This design comes from an exercise in tuning for small area on the open sky130 flow, not from production work. Only simulation tests tie the RTL to the original design; equivalence was not proved. No driver is modelled on the clock port, so clocking that relies on it looks cheaper here than on a real chip.

==> inputs of run a <==
==> flow/design.v (excerpt) <==
module dcache_top (
	input  logic               clk,
	input  logic               rst_n,
	input  logic               i_req_valid,
	input  logic               i_req_write,
	input  dcache_pkg::addr_t  i_req_addr,
	input  dcache_pkg::addr_t  i_req_addr_next,
	input  dcache_pkg::word_t  i_req_wdata,
	output logic               o_resp_valid,
	output dcache_pkg::word_t  o_resp_rdata,
	output logic               o_mem_rd_go,
	output dcache_pkg::addr_t  o_mem_rd_base,
	input  logic               i_mem_rd_done,
	input  logic               i_mem_rd_valid,
	input  dcache_pkg::word_t  i_mem_rd_data,
	output logic               o_mem_wr_go,
	output dcache_pkg::addr_t  o_mem_wr_base,
	input  logic               i_mem_wr_done,
	output logic               o_mem_wr_valid,
	output dcache_pkg::word_t  o_mem_wr_data
);
clock: 7.5 ns
lec_check: 0
cap_margin: 5
core_margin: 2
core_utilization: 60
gpl_timing_driven: 0
slew_margin: 5
synth_hierarchical: 1
synth_minimum_keep_size: 0
standard.sh (not shown) runs the stock make flow with config.mk's settings and CLKGATE_MAP_FILE= SYNTH_SCRIPT=/design/flow/synth_recipe.tcl, a recipe that flattens the netlist after the stock synthesis.
==> flow/flow/run.sh <==
#!/bin/bash
# The standard layout, with single-drive port buffers and a clock tree built
# from larger sink clusters and without dummy balancing loads.
set -euo pipefail
export BUFFER_PORTS_ARGS="-buffer_cell sky130_fd_sc_hd__buf_1"
export CTS_ARGS="-sink_clustering_enable -repair_clock_nets -dont_use_dummy_load -sink_clustering_size 30 -sink_clustering_max_diameter 80"
bash standard.sh > standard.log 2>&1
==> run b: changes against run a <==
--- a/flow/design.v
+++ b/flow/design.v
@@ -15,49 +15,14 @@
 	typedef enum logic [1:0] {
 		STATE_READY,
 		STATE_FLUSH,
 		STATE_WAIT,
 		STATE_REFILL
 	} dcache_state_t;
 endpackage
-module dcache_onehot_mux #(
-	parameter int N = 64
-) (
-	input  logic [N - 1 : 0] i_sel,
-	input  logic [N - 1 : 0] i_data,
-	output logic             o_data
-);
-	localparam int G = N / 3;
-	localparam int R = N % 3;
-	logic [G + (R > 0) - 1 : 0] term_n;
-	for (genvar g = 0; g < G; g++)
-	begin : g_term
-		dcache_aoi222 u_aoi (
-			.i_a0 (i_sel[3 * g]),     .i_b0 (i_data[3 * g]),
-			.i_a1 (i_sel[3 * g + 1]), .i_b1 (i_data[3 * g + 1]),
-			.i_a2 (i_sel[3 * g + 2]), .i_b2 (i_data[3 * g + 2]),
-			.o_y  (term_n[g])
-		);
-	end
-	if (R == 1)
-	begin : g_rest1
-		assign term_n[G] = ~(i_sel[N - 1] & i_data[N - 1]);
-	end
-	else if (R == 2)
-	begin : g_rest2
-		assign term_n[G] = ~((i_sel[N - 2] & i_data[N - 2]) | (i_sel[N - 1] & i_data[N - 1]));
-	end
-	assign o_data = ~&term_n;
-endmodule
-module dcache_aoi222 (
-	input  logic i_a0, i_b0, i_a1, i_b1, i_a2, i_b2,
-	output logic o_y
-);
-	assign o_y = ~((i_a0 & i_b0) | (i_a1 & i_b1) | (i_a2 & i_b2));
-endmodule
 `timescale 1ns/1ps
 module dcache_top (
 	input  logic               clk,
 	input  logic               rst_n,
 	input  logic               i_req_valid,
 	input  logic               i_req_write,
 	input  dcache_pkg::addr_t  i_req_addr,
@@ -79,15 +44,15 @@
 	localparam int NL = dcache_pkg::NUM_LINES;
 	localparam int NW = NL * dcache_pkg::LINE_WORDS;
 	localparam logic [1:0] S_READY  = 2'd0;
 	localparam logic [1:0] S_FLUSH  = 2'd1;
 	localparam logic [1:0] S_WAIT   = 2'd2;
 	localparam logic [1:0] S_REFILL = 2'd3;
 	logic [1:0] state, next_state;
-	logic [1:0] beat, beat_next;
+	logic [1:0] beat;
 	logic [NL - 1 : 0] valid_bits, dirty_bits;
 	dcache_pkg::tag_t  tags [NL];
 	dcache_pkg::word_t words [NW];
 	dcache_pkg::tag_t   req_tag;
 	dcache_pkg::index_t req_index;
 	logic [1:0] req_offset, word_sel;
 	logic ready, flush, wait_st, refill;
@@ -99,52 +64,40 @@
 	logic line_valid, line_dirty, match, victim_dirty, hit, miss;
 	logic beat_last, word_we, fill, mark_dirty;
 	assign {req_tag, req_index, req_offset} = i_req_addr[15:2];
 	assign ready   = state == S_READY;
 	assign flush   = state == S_FLUSH;
 	assign wait_st = state == S_WAIT;
 	assign refill  = state == S_REFILL;
-	always_ff @(posedge clk)
+	assign word_sel = ready ? req_offset : beat;
+	always_comb
 	begin
 		for (int l = 0; l < NL; l++)
-			line_hot[l] <= i_req_addr_next[7:4] == l;
-	end
-	assign word_sel = (next_state == S_READY) ? i_req_addr_next[3:2] : beat_next;
-	always_ff @(posedge clk)
-	begin
+			line_hot[l] = req_index == l;
 		for (int w = 0; w < 4; w++)
-			word_hot[w] <= word_sel == w;
+			word_hot[w] = word_sel == w;
+		for (int k = 0; k < NW; k++)
+			sel_hot[k] = line_hot[k / 4] & word_hot[k % 4];
 	end
 	always_comb
 	begin
+		tag_rdata = '0;
+		for (int l = 0; l < NL; l++)
+			tag_rdata |= tags[l] & {dcache_pkg::TAG_WIDTH{line_hot[l]}};
+		rdata = '0;
 		for (int k = 0; k < NW; k++)
-			sel_hot[k] = line_hot[k / 4] & word_hot[k % 4];
+			rdata |= words[k] & {dcache_pkg::DATA_WIDTH{sel_hot[k]}};
 	end
-	for (genvar b = 0; b < dcache_pkg::DATA_WIDTH; b++)
-	begin : g_rbit
-		logic [NW - 1 : 0] col;
-		for (genvar k = 0; k < NW; k++)
-			assign col[k] = words[k][b];
-		dcache_onehot_mux #(.N (NW)) u_mux (.i_sel (sel_hot), .i_data (col), .o_data (rdata[b]));
-	end
-	for (genvar b = 0; b < dcache_pkg::TAG_WIDTH; b++)
-	begin : g_tbit
-		logic [NL - 1 : 0] col;
-		for (genvar l = 0; l < NL; l++)
-			assign col[l] = tags[l][b];
-		dcache_onehot_mux #(.N (NL)) u_mux (.i_sel (line_hot), .i_data (col), .o_data (tag_rdata[b]));
-	end
-	dcache_onehot_mux #(.N (NL)) u_valid_mux (.i_sel (line_hot), .i_data (valid_bits), .o_data (line_valid));
-	dcache_onehot_mux #(.N (NL)) u_dirty_mux (.i_sel (line_hot), .i_data (dirty_bits), .o_data (line_dirty));
+	assign line_valid = |(valid_bits & line_hot);
+	assign line_dirty = |(dirty_bits & line_hot);
 	assign match = line_valid & (tag_rdata == req_tag);
 	assign victim_dirty = line_valid & line_dirty;
 	assign hit = i_req_valid & match & ready;
 	assign miss = i_req_valid & ~match & ready;
 	assign beat_last = beat == 2'd3;
-	assign beat_next = beat + 2'(flush || (refill && i_mem_rd_valid));
 	always_comb
 	begin
 		next_state = state;
 		unique case (state)
 			S_READY:
 			begin
 				if (miss && victim_dirty && i_mem_wr_done)
@@ -169,15 +122,16 @@
 		begin
 			state <= S_READY;
 			beat <= '0;
 		end
 		else
 		begin
 			state <= next_state;
-			beat <= beat_next;
+			if (flush || (refill && i_mem_rd_valid))
+				beat <= beat + 2'd1;
 		end
 	end
 	assign mark_dirty = hit & i_req_write;
 	assign fill = refill & i_mem_rd_valid & beat_last;
 	assign word_we = mark_dirty | (refill & i_mem_rd_valid);
 	assign wdata = ready ? i_req_wdata : i_mem_rd_data;
 	always_ff @(posedge clk)
==> flow/run.sh (new file) <==
#!/bin/bash
# synth_recipe.tcl (not shown) runs the flow's synth.tcl, then flattens the netlist and writes it again
# the make line also repeats each setting of config.mk as NAME=value (left out here)
make -C /OpenROAD-flow-scripts/flow DESIGN_CONFIG=/design/flow/config.mk WORK_HOME=/design/flow/orfs CLKGATE_MAP_FILE= SYNTH_SCRIPT=/design/flow/synth_recipe.tcl finish
Settings changed: CAP_MARGIN 5 to 20, CORE_UTILIZATION 60 to 40, GPL_TIMING_DRIVEN 0 to not set, SLEW_MARGIN 5 to 20, SYNTH_HIERARCHICAL 1 to not set, SYNTH_MINIMUM_KEEP_SIZE 0 to not set.
removed: flow/flow/run.sh
removed: flow/standard.sh
==> run c: changes against run a <==
==> flow/flow/run.sh (replaced) <==
#!/bin/bash
# The standard layout, with single-drive port buffers and a clock tree built
# from larger sink clusters and without dummy balancing loads.
set -euo pipefail
export BUFFER_PORTS_ARGS="-buffer_cell sky130_fd_sc_hd__buf_1"
export CTS_ARGS="-sink_clustering_enable -repair_clock_nets -dont_use_dummy_load -sink_clustering_size 30 -sink_clustering_max_diameter 100"
bash standard.sh > standard.log 2>&1
Settings changed: CORE_UTILIZATION 60 to 70, GPL_TIMING_DRIVEN 0 to not set.
==> comparison table <==
                                                                            run b          run a           run c
Run status                                               timing/DRC/antenna clean  timing/DRC/antenna clean  timing/DRC/antenna clean
Core region area                                                        0.202 mm2      0.130 mm2       0.111 mm2
Multi-input gate share of the layout cell area                              0.151          0.133           0.134
Endpoint arrival time on the critical path                                5.84 ns        5.21 ns         4.72 ns
Critical-path maximum fanout                                                   14             18              32
Half-perimeter wire length after detailed placement                        195 mm         129 mm          112 mm
Hold path startpoint                                                valid_bits[5]  valid_bits[7]  valid_bits[13]
Via count of the first global-routing pass                                 49,100         40,700          40,700
R2R setup slack                                                           3.20 ns        2.76 ns         2.36 ns
Effective utilization at floorplan                                          0.403          0.604           0.707
Count of TritonRoute iterations in the first routing pass                       9              9              10
Launch point of the worst reg-to-reg path                             tags[12][7]    line_hot[0]     line_hot[9]
Largest incremental delay on the critical path                            0.73 ns        1.14 ns         1.05 ns
Number of nets in the finished design                                       5,027          4,100           4,056
Portion of synthesized cell area occupied by the leading cell type          0.808          0.840           0.840

## what the ideal ports hide
The results above use ideal ports. As a check the final layouts listed here were re-extracted and re-timed, cells and wires unchanged. Step 1 assumes that a clkbuf_16 drives the clock port and a buf_2 every other input. Step 2, shift: input delay + t, output delay - t, t = (earliest + latest rising clock arrival at the registers) / 2. This alone moves slack from input paths to output paths. Slacks: ideal / step 1 / step 2; pairs: ideal / step 1.
run | t, ns | setup WS [ns] | hold slack, ns | clock arrival spread, ns | pins driven straight from the clock port
run a | 0.794 | 0.790 / 0.711 / 1.505 | 0.481 / 0.481 / 0.481 | 0.086 / 0.085 | 1
run b | 0.958 | 0.157 / 0.131 / 0.131 | 0.465 / 0.465 / 0.465 | 0.037 / 0.037 | 1
run c | 0.768 | 1.279 / 1.198 / 1.966 | 0.482 / 0.482 / 0.482 | 0.050 / 0.050 | 1
After both steps setup and hold are still met in every run listed. The setup slack of run b, which loses most, moves by -0.026 ns with the drivers and by -0.026 ns with both steps.
